This design comes from an exercise in tuning for small area, a short achievable clock period and few clock cycles per item on the open sky130 flow, not from production work.
Where RTL was checked, it was by simulation tests only, not by an equivalence proof against the original.
Power figures rest on the tool's default switching activity, not on a simulated workload.

==> v33 <==
## qr_cordic_top
module qr_cordic_top (
	input  logic               clk,
	input  logic               rst,
	input  logic               en,
	output logic               rd_a,
	output logic [1:0]         rd_a_row,
	output logic [0:0]         rd_a_col,
	input  logic signed [12:0] rd_a_data,
	output logic               wr_r,
	output logic [1:0]         wr_r_row,
	output logic [0:0]         wr_r_col,
	output logic signed [12:0] wr_r_data,
	output logic               valid
);
	logic          busy;
	logic [6:0]    cnt;
	logic [6:0]    nc;
	assign nc = cnt + 7'd1;
	logic          st;                  
	logic          v_it, v_ld, r_it, r_ld, g_it, g_ld, yp_cap, yp_k;
	logic          ks_x1, ks_x2, ks_x3;  
	logic [3:0]    jv, jr, jg;          
	logic          w11, w12, w22;       
	always_ff @(posedge clk or posedge rst) begin
		if (rst) begin
			busy  <= 1'b0;
			cnt   <= '0;
			rd_a  <= 1'b0;
			wr_r  <= 1'b0;
			valid <= 1'b0;
		end else begin
			if (en) begin
				busy <= 1'b1;
				cnt  <= 7'd1;
			end else if (busy) begin
				busy <= cnt != 7'd71;
				cnt  <= nc;
			end
			rd_a  <= en || (busy && (nc == 7'd2 || nc == 7'd14 || nc == 7'd15 || nc == 7'd27 || nc == 7'd28 || nc == 7'd40 || nc == 7'd41));
			wr_r  <= busy && (nc == 7'd55 || nc == 7'd56 || nc == 7'd71);
			valid <= busy && (nc == 7'd71);
		end
	end
	always_ff @(posedge clk) begin
		st     <= en;
  ...
Settings: LEC_CHECK=0, CAP_MARGIN=20, CORE_MARGIN=2, CORE_UTILIZATION=40, SLEW_MARGIN=20; clock period 17.0 ns.
standard.sh (not shown) runs the stock make flow with config.mk's settings and CLKGATE_MAP_FILE= SYNTH_SCRIPT=/design/flow/synth_recipe.tcl, a recipe that flattens the netlist after the stock synthesis.
==> flow/flow/run.sh <==
#!/bin/bash
set -euo pipefail
bash standard.sh finish SETUP_SLACK_MARGIN=12.5 > orfs_flow.log 2>&1
==> v35: changes against v33 <==
--- a/flow/design.v
+++ b/flow/design.v
@@ -240,49 +240,42 @@
 		else            kin = y3p;
 	end
 	qr_kgain u_k (.v(kin), .k(kout));
 	logic d1, d3;
 	logic signed [11:0] sx1, sy1, sx2, sy2, sx3, sy3;
-	logic signed [11:0] nx1, ny1, nx2, ny2, nx3, ny3;
 	assign sx1 = x1 >>> jv;
 	assign sy1 = y1 >>> jv;
 	assign sx2 = x2 >>> jr;
 	assign sy2 = y2 >>> jr;
 	assign sx3 = x3 >>> jg;
 	assign sy3 = y3 >>> jg;
 	assign d1 = ~y1[11];
 	assign d3 = ~y3[11];
-	qr_addsub u_a1 (.a(x1), .b(sy1), .add(d1),  .s(nx1));
-	qr_addsub u_a2 (.a(y1), .b(sx1), .add(~d1), .s(ny1));
-	qr_addsub u_a3 (.a(x2), .b(sy2), .add(dq),  .s(nx2));
-	qr_addsub u_a4 (.a(y2), .b(sx2), .add(~dq), .s(ny2));
-	qr_addsub u_a5 (.a(x3), .b(sy3), .add(d3),  .s(nx3));
-	qr_addsub u_a6 (.a(y3), .b(sx3), .add(~d3), .s(ny3));
 	always_ff @(posedge clk) begin
 		dq <= d1;
 		if (st) x1 <= '0;
 		else if (v_it) begin
-			x1 <= nx1;
-			y1 <= ny1;
+			x1 <= d1 ? x1 + sy1 : x1 - sy1;
+			y1 <= d1 ? y1 - sx1 : y1 + sx1;
 		end else if (v_ld) begin
 			x1 <= kout;
 			y1 <= ain;
 		end
 		if (st) x2 <= '0;
 		else if (r_it) begin
-			x2 <= nx2;
-			y2 <= ny2;
+			x2 <= dq ? x2 + sy2 : x2 - sy2;
+			y2 <= dq ? y2 - sx2 : y2 + sx2;
 		end else if (r_ld) begin
 			x2 <= kout;
 			y2 <= ain;
 		end
 		if (yp_cap) y3p <= y2;
 		else if (yp_k) y3p <= kout;
 		if (st) x3 <= '0;
 		else if (g_it) begin
-			x3 <= nx3;
-			y3 <= ny3;
+			x3 <= d3 ? x3 + sy3 : x3 - sy3;
+			y3 <= d3 ? y3 - sx3 : y3 + sx3;
 		end else if (g_ld) begin
 			x3 <= kout;
 			y3 <= y3p;
 		end
 	end
@@ -308,34 +301,5 @@
 	logic signed [21:0] p;
 	assign ve = v;
 	assign p  = (ve <<< 9) + (ve <<< 7) - (ve <<< 4) - (ve <<< 1);
 	assign k  = p[21:10];
 endmodule
-module qr_addsub (
-	input  logic [11:0] a,
-	input  logic [11:0] b,
-	input  logic        add,
-	output logic [11:0] s
-);
-	logic [11:0] bb, g, p;
-	logic [11:0] gl [0:4];
-	logic [11:0] pl [0:4];
-	assign bb = add ? b : ~b;
-	assign g  = a & bb;
-	assign p  = a ^ bb;
-	always_comb begin
-		gl[0] = g;
-		pl[0] = p;
-		gl[0][0] = g[0] | (p[0] & ~add);
-		for (int l = 0; l < 4; l++) begin
-			gl[l+1] = gl[l];
-			pl[l+1] = pl[l];
-			for (int i = 0; i < 12; i++) begin
-				if ((i >> l) & 1) begin
-					gl[l+1][i] = gl[l][i] | (pl[l][i] & gl[l][((i >> l) << l) - 1]);
-					pl[l+1][i] = pl[l][i] & pl[l][((i >> l) << l) - 1];
-				end
-			end
-		end
-	end
-	assign s = p ^ {gl[4][10:0], ~add};
-endmodule
==> flow/flow/run.sh (replaced) <==
#!/bin/bash
set -euo pipefail
bash standard.sh finish SETUP_SLACK_MARGIN=12 > orfs_flow.log 2>&1
==> v11: changes against v33 <==
==> flow/design.v (replaced) <==
package qr_pkg;
endpackage
`timescale 1ns/10ps
module qr_cordic_top (
	input  logic               clk,
	input  logic               rst,
	input  logic               en,
	output logic               rd_a,
	output logic [1:0]         rd_a_row,
	output logic [0:0]         rd_a_col,
	input  logic signed [12:0] rd_a_data,
	output logic               wr_r,
	output logic [1:0]         wr_r_row,
	output logic [0:0]         wr_r_col,
	output logic signed [12:0] wr_r_data,
	output logic               valid
);
	logic          busy;
	logic [6:0]    cnt;
	logic [6:0]    nc;
	assign nc = cnt + 7'd1;
	logic          v_it, r_it, g_it, yp_cap;
	logic          ks_x1, ks_x2, ks_x3, ks_yp;  
	logic [3:0]    jv, jr, jg;          
	logic          w11, w12, w22;       
	always_ff @(posedge clk or posedge rst) begin
		if (rst) begin
			busy  <= 1'b0;
			cnt   <= '0;
			rd_a  <= 1'b0;
			wr_r  <= 1'b0;
			valid <= 1'b0;
		end else begin
			if (en) begin
				busy <= 1'b1;
				cnt  <= 7'd1;
			end else if (busy) begin
				busy <= cnt != 7'd71;
				cnt  <= nc;
			end
			rd_a  <= en || (busy && (nc == 7'd2 || nc == 7'd14 || nc == 7'd15 || nc == 7'd27 || nc == 7'd28 || nc == 7'd40 || nc == 7'd41));
			wr_r  <= busy && (nc == 7'd55 || nc == 7'd56 || nc == 7'd71);
			valid <= busy && (nc == 7'd71);
		end
	end
	always_ff @(posedge clk) begin
		v_it   <= busy && (nc == 7'd3 || nc == 7'd4 || nc == 7'd5 || nc == 7'd6 || nc == 7'd7 || nc == 7'd8 || nc == 7'd9 || nc == 7'd10 || nc == 7'd11 || nc == 7'd12 || nc == 7'd13 || nc == 7'd14 || nc == 7'd16 || nc == 7'd17 || nc == 7'd18 || nc == 7'd19 || nc == 7'd20 || nc == 7'd21 || nc == 7'd22 || nc == 7'd23 || nc == 7'd24 || nc == 7'd25 || nc == 7'd26 || nc == 7'd27 || nc == 7'd29 || nc == 7'd30 || nc == 7'd31 || nc == 7'd32 || nc == 7'd33 || nc == 7'd34 || nc == 7'd35 || nc == 7'd36 || nc == 7'd37 || nc == 7'd38 || nc == 7'd39 || nc == 7'd40 || nc == 7'd42 || nc == 7'd43 || nc == 7'd44 || nc == 7'd45 || nc == 7'd46 || nc == 7'd47 || nc == 7'd48 || nc == 7'd49 || nc == 7'd50 || nc == 7'd51 || nc == 7'd52 || nc == 7'd53);
		r_it   <= busy && (nc == 7'd4 || nc == 7'd5 || nc == 7'd6 || nc == 7'd7 || nc == 7'd8 || nc == 7'd9 || nc == 7'd10 || nc == 7'd11 || nc == 7'd12 || nc == 7'd13 || nc == 7'd14 || nc == 7'd15 || nc == 7'd17 || nc == 7'd18 || nc == 7'd19 || nc == 7'd20 || nc == 7'd21 || nc == 7'd22 || nc == 7'd23 || nc == 7'd24 || nc == 7'd25 || nc == 7'd26 || nc == 7'd27 || nc == 7'd28 || nc == 7'd30 || nc == 7'd31 || nc == 7'd32 || nc == 7'd33 || nc == 7'd34 || nc == 7'd35 || nc == 7'd36 || nc == 7'd37 || nc == 7'd38 || nc == 7'd39 || nc == 7'd40 || nc == 7'd41 || nc == 7'd43 || nc == 7'd44 || nc == 7'd45 || nc == 7'd46 || nc == 7'd47 || nc == 7'd48 || nc == 7'd49 || nc == 7'd50 || nc == 7'd51 || nc == 7'd52 || nc == 7'd53 || nc == 7'd54);
		g_it   <= busy && (nc == 7'd19 || nc == 7'd20 || nc == 7'd21 || nc == 7'd22 || nc == 7'd23 || nc == 7'd24 || nc == 7'd25 || nc == 7'd26 || nc == 7'd27 || nc == 7'd28 || nc == 7'd29 || nc == 7'd30 || nc == 7'd32 || nc == 7'd33 || nc == 7'd34 || nc == 7'd35 || nc == 7'd36 || nc == 7'd37 || nc == 7'd38 || nc == 7'd39 || nc == 7'd40 || nc == 7'd41 || nc == 7'd42 || nc == 7'd43 || nc == 7'd45 || nc == 7'd46 || nc == 7'd47 || nc == 7'd48 || nc == 7'd49 || nc == 7'd50 || nc == 7'd51 || nc == 7'd52 || nc == 7'd53 || nc == 7'd54 || nc == 7'd55 || nc == 7'd56 || nc == 7'd58 || nc == 7'd59 || nc == 7'd60 || nc == 7'd61 || nc == 7'd62 || nc == 7'd63 || nc == 7'd64 || nc == 7'd65 || nc == 7'd66 || nc == 7'd67 || nc == 7'd68 || nc == 7'd69);
		yp_cap <= busy && (nc == 7'd16 || nc == 7'd29 || nc == 7'd42 || nc == 7'd55);
		ks_x1  <= busy && (nc == 7'd15 || nc == 7'd28 || nc == 7'd41 || nc == 7'd54);
		ks_x2  <= busy && (nc == 7'd16 || nc == 7'd29 || nc == 7'd42 || nc == 7'd55);
		ks_x3  <= busy && (nc == 7'd31 || nc == 7'd44 || nc == 7'd57 || nc == 7'd70);
		ks_yp  <= busy && (nc == 7'd17 || nc == 7'd30 || nc == 7'd43 || nc == 7'd56);
		w11    <= busy && (nc == 7'd54);
		w12    <= busy && (nc == 7'd55);
		w22    <= busy && (nc == 7'd70);
		case (nc)
			7'd4: jv <= 4'd1;
			7'd5: jv <= 4'd2;
			7'd6: jv <= 4'd3;
			7'd7: jv <= 4'd4;
			7'd8: jv <= 4'd5;
			7'd9: jv <= 4'd6;
			7'd10: jv <= 4'd7;
			7'd11: jv <= 4'd8;
			7'd12: jv <= 4'd9;
			7'd13: jv <= 4'd10;
			7'd14: jv <= 4'd11;
			7'd17: jv <= 4'd1;
			7'd18: jv <= 4'd2;
			7'd19: jv <= 4'd3;
			7'd20: jv <= 4'd4;
			7'd21: jv <= 4'd5;
			7'd22: jv <= 4'd6;
			7'd23: jv <= 4'd7;
			7'd24: jv <= 4'd8;
			7'd25: jv <= 4'd9;
			7'd26: jv <= 4'd10;
			7'd27: jv <= 4'd11;
			7'd30: jv <= 4'd1;
			7'd31: jv <= 4'd2;
			7'd32: jv <= 4'd3;
			7'd33: jv <= 4'd4;
			7'd34: jv <= 4'd5;
			7'd35: jv <= 4'd6;
			7'd36: jv <= 4'd7;
			7'd37: jv <= 4'd8;
			7'd38: jv <= 4'd9;
			7'd39: jv <= 4'd10;
			7'd40: jv <= 4'd11;
			7'd43: jv <= 4'd1;
			7'd44: jv <= 4'd2;
			7'd45: jv <= 4'd3;
			7'd46: jv <= 4'd4;
			7'd47: jv <= 4'd5;
			7'd48: jv <= 4'd6;
			7'd49: jv <= 4'd7;
			7'd50: jv <= 4'd8;
			7'd51: jv <= 4'd9;
			7'd52: jv <= 4'd10;
			7'd53: jv <= 4'd11;
			default: jv <= 4'd0;
		endcase
		case (nc)
			7'd5: jr <= 4'd1;
			7'd6: jr <= 4'd2;
			7'd7: jr <= 4'd3;
			7'd8: jr <= 4'd4;
			7'd9: jr <= 4'd5;
			7'd10: jr <= 4'd6;
			7'd11: jr <= 4'd7;
			7'd12: jr <= 4'd8;
			7'd13: jr <= 4'd9;
			7'd14: jr <= 4'd10;
			7'd15: jr <= 4'd11;
			7'd18: jr <= 4'd1;
			7'd19: jr <= 4'd2;
			7'd20: jr <= 4'd3;
			7'd21: jr <= 4'd4;
			7'd22: jr <= 4'd5;
			7'd23: jr <= 4'd6;
			7'd24: jr <= 4'd7;
			7'd25: jr <= 4'd8;
			7'd26: jr <= 4'd9;
			7'd27: jr <= 4'd10;
			7'd28: jr <= 4'd11;
			7'd31: jr <= 4'd1;
			7'd32: jr <= 4'd2;
			7'd33: jr <= 4'd3;
			7'd34: jr <= 4'd4;
			7'd35: jr <= 4'd5;
			7'd36: jr <= 4'd6;
			7'd37: jr <= 4'd7;
			7'd38: jr <= 4'd8;
			7'd39: jr <= 4'd9;
			7'd40: jr <= 4'd10;
			7'd41: jr <= 4'd11;
			7'd44: jr <= 4'd1;
			7'd45: jr <= 4'd2;
			7'd46: jr <= 4'd3;
			7'd47: jr <= 4'd4;
			7'd48: jr <= 4'd5;
			7'd49: jr <= 4'd6;
			7'd50: jr <= 4'd7;
			7'd51: jr <= 4'd8;
			7'd52: jr <= 4'd9;
			7'd53: jr <= 4'd10;
			7'd54: jr <= 4'd11;
			default: jr <= 4'd0;
		endcase
		case (nc)
			7'd20: jg <= 4'd1;
			7'd21: jg <= 4'd2;
			7'd22: jg <= 4'd3;
			7'd23: jg <= 4'd4;
			7'd24: jg <= 4'd5;
			7'd25: jg <= 4'd6;
			7'd26: jg <= 4'd7;
			7'd27: jg <= 4'd8;
			7'd28: jg <= 4'd9;
			7'd29: jg <= 4'd10;
			7'd30: jg <= 4'd11;
			7'd33: jg <= 4'd1;
			7'd34: jg <= 4'd2;
			7'd35: jg <= 4'd3;
			7'd36: jg <= 4'd4;
			7'd37: jg <= 4'd5;
			7'd38: jg <= 4'd6;
			7'd39: jg <= 4'd7;
			7'd40: jg <= 4'd8;
			7'd41: jg <= 4'd9;
			7'd42: jg <= 4'd10;
			7'd43: jg <= 4'd11;
			7'd46: jg <= 4'd1;
			7'd47: jg <= 4'd2;
			7'd48: jg <= 4'd3;
			7'd49: jg <= 4'd4;
			7'd50: jg <= 4'd5;
			7'd51: jg <= 4'd6;
			7'd52: jg <= 4'd7;
			7'd53: jg <= 4'd8;
			7'd54: jg <= 4'd9;
			7'd55: jg <= 4'd10;
			7'd56: jg <= 4'd11;
			7'd59: jg <= 4'd1;
			7'd60: jg <= 4'd2;
			7'd61: jg <= 4'd3;
			7'd62: jg <= 4'd4;
			7'd63: jg <= 4'd5;
			7'd64: jg <= 4'd6;
			7'd65: jg <= 4'd7;
			7'd66: jg <= 4'd8;
			7'd67: jg <= 4'd9;
			7'd68: jg <= 4'd10;
			7'd69: jg <= 4'd11;
			default: jg <= 4'd0;
		endcase
		if (en) begin
			rd_a_row <= 2'd3;
			rd_a_col <= 1'b0;
		end else begin
			case (nc)
				7'd2: begin rd_a_row <= 2'd3; rd_a_col <= 1'b1; end
				7'd14: begin rd_a_row <= 2'd2; rd_a_col <= 1'b0; end
				7'd15: begin rd_a_row <= 2'd2; rd_a_col <= 1'b1; end
				7'd27: begin rd_a_row <= 2'd1; rd_a_col <= 1'b0; end
				7'd28: begin rd_a_row <= 2'd1; rd_a_col <= 1'b1; end
				7'd40: begin rd_a_row <= 2'd0; rd_a_col <= 1'b0; end
				7'd41: begin rd_a_row <= 2'd0; rd_a_col <= 1'b1; end
				default: begin rd_a_row <= 2'd3; rd_a_col <= 1'b0; end
			endcase
		end
	end
	logic signed [11:0] y1, x2, y2, y3, y3p, ain;
	logic        [10:0] x1, x3;
	logic signed [11:0] x1e, x3e;
	logic [0:0]        dq;    
	assign x1e = {1'b0, x1};
	assign x3e = {1'b0, x3};
	assign ain = rd_a_data[11:0];
	logic signed [11:0] kin, kout;
	assign kin = ({12{ks_x1}} & x1e) | ({12{ks_x2}} & x2) | ({12{ks_x3}} & x3e) | ({12{ks_yp}} & y3p);
	qr_kgain u_k (.v(kin), .k(kout));
	logic signed [11:0] vx[0:1], vy[0:1];
	logic [0:0] vd;
	assign vx[0] = x1e;
	assign vy[0] = y1;
	logic signed [11:0] rx[0:1], ry[0:1];
	logic [0:0] rd;
	assign rx[0] = x2;
	assign ry[0] = y2;
	logic signed [11:0] gx[0:1], gy[0:1];
	logic [0:0] gd;
	assign gx[0] = x3e;
	assign gy[0] = y3;
	logic signed [11:0] vsx0, vsy0;
	assign vsx0 = vx[0] >>> jv;
	assign vsy0 = vy[0] >>> jv;
	assign vd[0] = ~vy[0][11];
	qr_addsub u_vx0 (.a(vx[0]), .b(vsy0), .add(vd[0]),  .s(vx[1]));
	qr_addsub u_vy0 (.a(vy[0]), .b(vsx0), .add(~vd[0]), .s(vy[1]));
	logic signed [11:0] rsx0, rsy0;
	assign rsx0 = rx[0] >>> jr;
	assign rsy0 = ry[0] >>> jr;
	assign rd[0] = dq[0];
	qr_addsub u_rx0 (.a(rx[0]), .b(rsy0), .add(rd[0]),  .s(rx[1]));
	qr_addsub u_ry0 (.a(ry[0]), .b(rsx0), .add(~rd[0]), .s(ry[1]));
	logic signed [11:0] gsx0, gsy0;
	assign gsx0 = gx[0] >>> jg;
	assign gsy0 = gy[0] >>> jg;
	assign gd[0] = ~gy[0][11];
	qr_addsub u_gx0 (.a(gx[0]), .b(gsy0), .add(gd[0]),  .s(gx[1]));
	qr_addsub u_gy0 (.a(gy[0]), .b(gsx0), .add(~gd[0]), .s(gy[1]));
	always_ff @(posedge clk) begin
		dq  <= vd;
		x1  <= v_it ? vx[1][10:0] : kout[10:0];
		y1  <= v_it ? vy[1] : ain;
		x2  <= r_it ? rx[1] : kout;
		y2  <= r_it ? ry[1] : ain;
		y3p <= yp_cap ? y2 : kout;
		x3  <= g_it ? gx[1][10:0] : kout[10:0];
		y3  <= g_it ? gy[1] : y3p;
	end
	always_ff @(posedge clk) begin
		if (w11 || w12 || w22) wr_r_data <= 13'(kout);
		if (w11) begin
			wr_r_row <= 2'd0;
			wr_r_col <= 1'b0;
		end else if (w12) begin
			wr_r_row <= 2'd0;
			wr_r_col <= 1'b1;
		end else if (w22) begin
			wr_r_row <= 2'd1;
			wr_r_col <= 1'b1;
		end
	end
endmodule
module qr_kgain (
	input  logic signed [11:0] v,
	output logic signed [11:0] k
);
	logic signed [21:0] ve;
	logic signed [21:0] p;
	assign ve = v;
	assign p  = (ve <<< 9) + (ve <<< 7) - (ve <<< 4) - (ve <<< 1);
	assign k  = p[21:10];
endmodule
module qr_addsub (
	input  logic [11:0] a,
	input  logic [11:0] b,
	input  logic        add,
	output logic [11:0] s
);
	logic [11:0] bb, g, p;
	logic [11:0] gl [0:4];
	logic [11:0] pl [0:4];
	assign bb = add ? b : ~b;
	assign g  = a & bb;
	assign p  = a ^ bb;
	always_comb begin
		gl[0] = g;
		pl[0] = p;
		gl[0][0] = g[0] | (p[0] & ~add);
		for (int l = 0; l < 4; l++) begin
			gl[l+1] = gl[l];
			pl[l+1] = pl[l];
			for (int i = 0; i < 12; i++) begin
				if ((i >> l) & 1) begin
					gl[l+1][i] = gl[l][i] | (pl[l][i] & gl[l][((i >> l) << l) - 1]);
					pl[l+1][i] = pl[l][i] & pl[l][((i >> l) << l) - 1];
				end
			end
		end
	end
	assign s = p ^ {gl[4][10:0], ~add};
endmodule
==> results.txt <==
Between v11 and v33, the lower core utilization is in v11 (gap 0.98 points). In v11 the die area is smaller than in v33, by about 10%. Of v35 and v33, v33 has the higher register-to-register slack (gap 0.28 ns). In clock skew, v35 and v11 hardly differ. The highest routed wire length belongs to v35, the lowest to v11. The highest sequential share of layout area belongs to v33, the lowest to v11. Critical path depth: v11 is lower than v35 (13). Against v35, the synthesized area of v11 is lower by 18%.
==> figures <==
                                                                                v33             v35             v11
Met2 Routed Length                                                        20,500 um       21,600 um       15,500 um
DR WL met3                                                                  2220 um         2410 um         1710 um
Buffer count from post-CTS setup fixing                                          21               0               4
Number of synthesized flops with an enable pin                                   60              60              12
Max-slew headroom at the worst pin                                            0.248           0.297           0.348
Routed length on met1                                                     18,800 um       20,400 um       16,400 um
Post-route core utilization                                                   0.457           0.443           0.447
Die Area                                                                37,100 um^2     40,600 um^2     33,200 um^2
Final standard cell count with taps included and fillers excluded             2,138           2,263           1,897
NetSw                                                                       1.62 mW         1.76 mW        0.980 mW
Area of the core                                                        35,300 um^2     38,600 um^2     31,400 um^2
Share of final-layout standard cells stronger than drive strength 1           0.148           0.126           0.123
Met2 track demand over resource in global routing                             0.391           0.368           0.329
Count of cell instances traversed by the critical path                           14              14               1
Syn. warnings                                                                     4               1              16
Total of clock buffers placed in the layout                                      17              18              17
Run status                                                           finished clean  finished clean  finished clean
Testbench counts of v35, summed over its fixed seeds: cycles 13,824, items 192.
For v33 and v11, only the layout was checked, not whether the RTL still works.

port drivers added, routing unchanged:
Ports are ideal in the flow. The routed layouts listed here were re-timed in OpenROAD. Step 1 sets driving cells, clkbuf_16 on the clock port and buf_2 on the other inputs (assumed; they add their load-dependent delay and slew). Step 2 times the ports against the registers' clock, not the clock port: input delays grow and output delays shrink by t, the midpoint of the rising clock arrivals with the driver on. a / b / c = no drivers / after step 1 / after step 2; a / b = the first two.
run	shift t [ns]	slack for setup (ns)	worst data-port slew with drivers (ns)
v33	0.494	12.457 / 12.457 / 12.457	0.04
v35	0.497	12.181 / 12.181 / 12.181	0.04
v11	0.470	12.538 / 12.490 / 12.219	0.03
After both steps every run listed still meets setup and hold. The setup slack of v11, which loses most, moves by -0.048 ns with the drivers and by -0.319 ns with both steps.
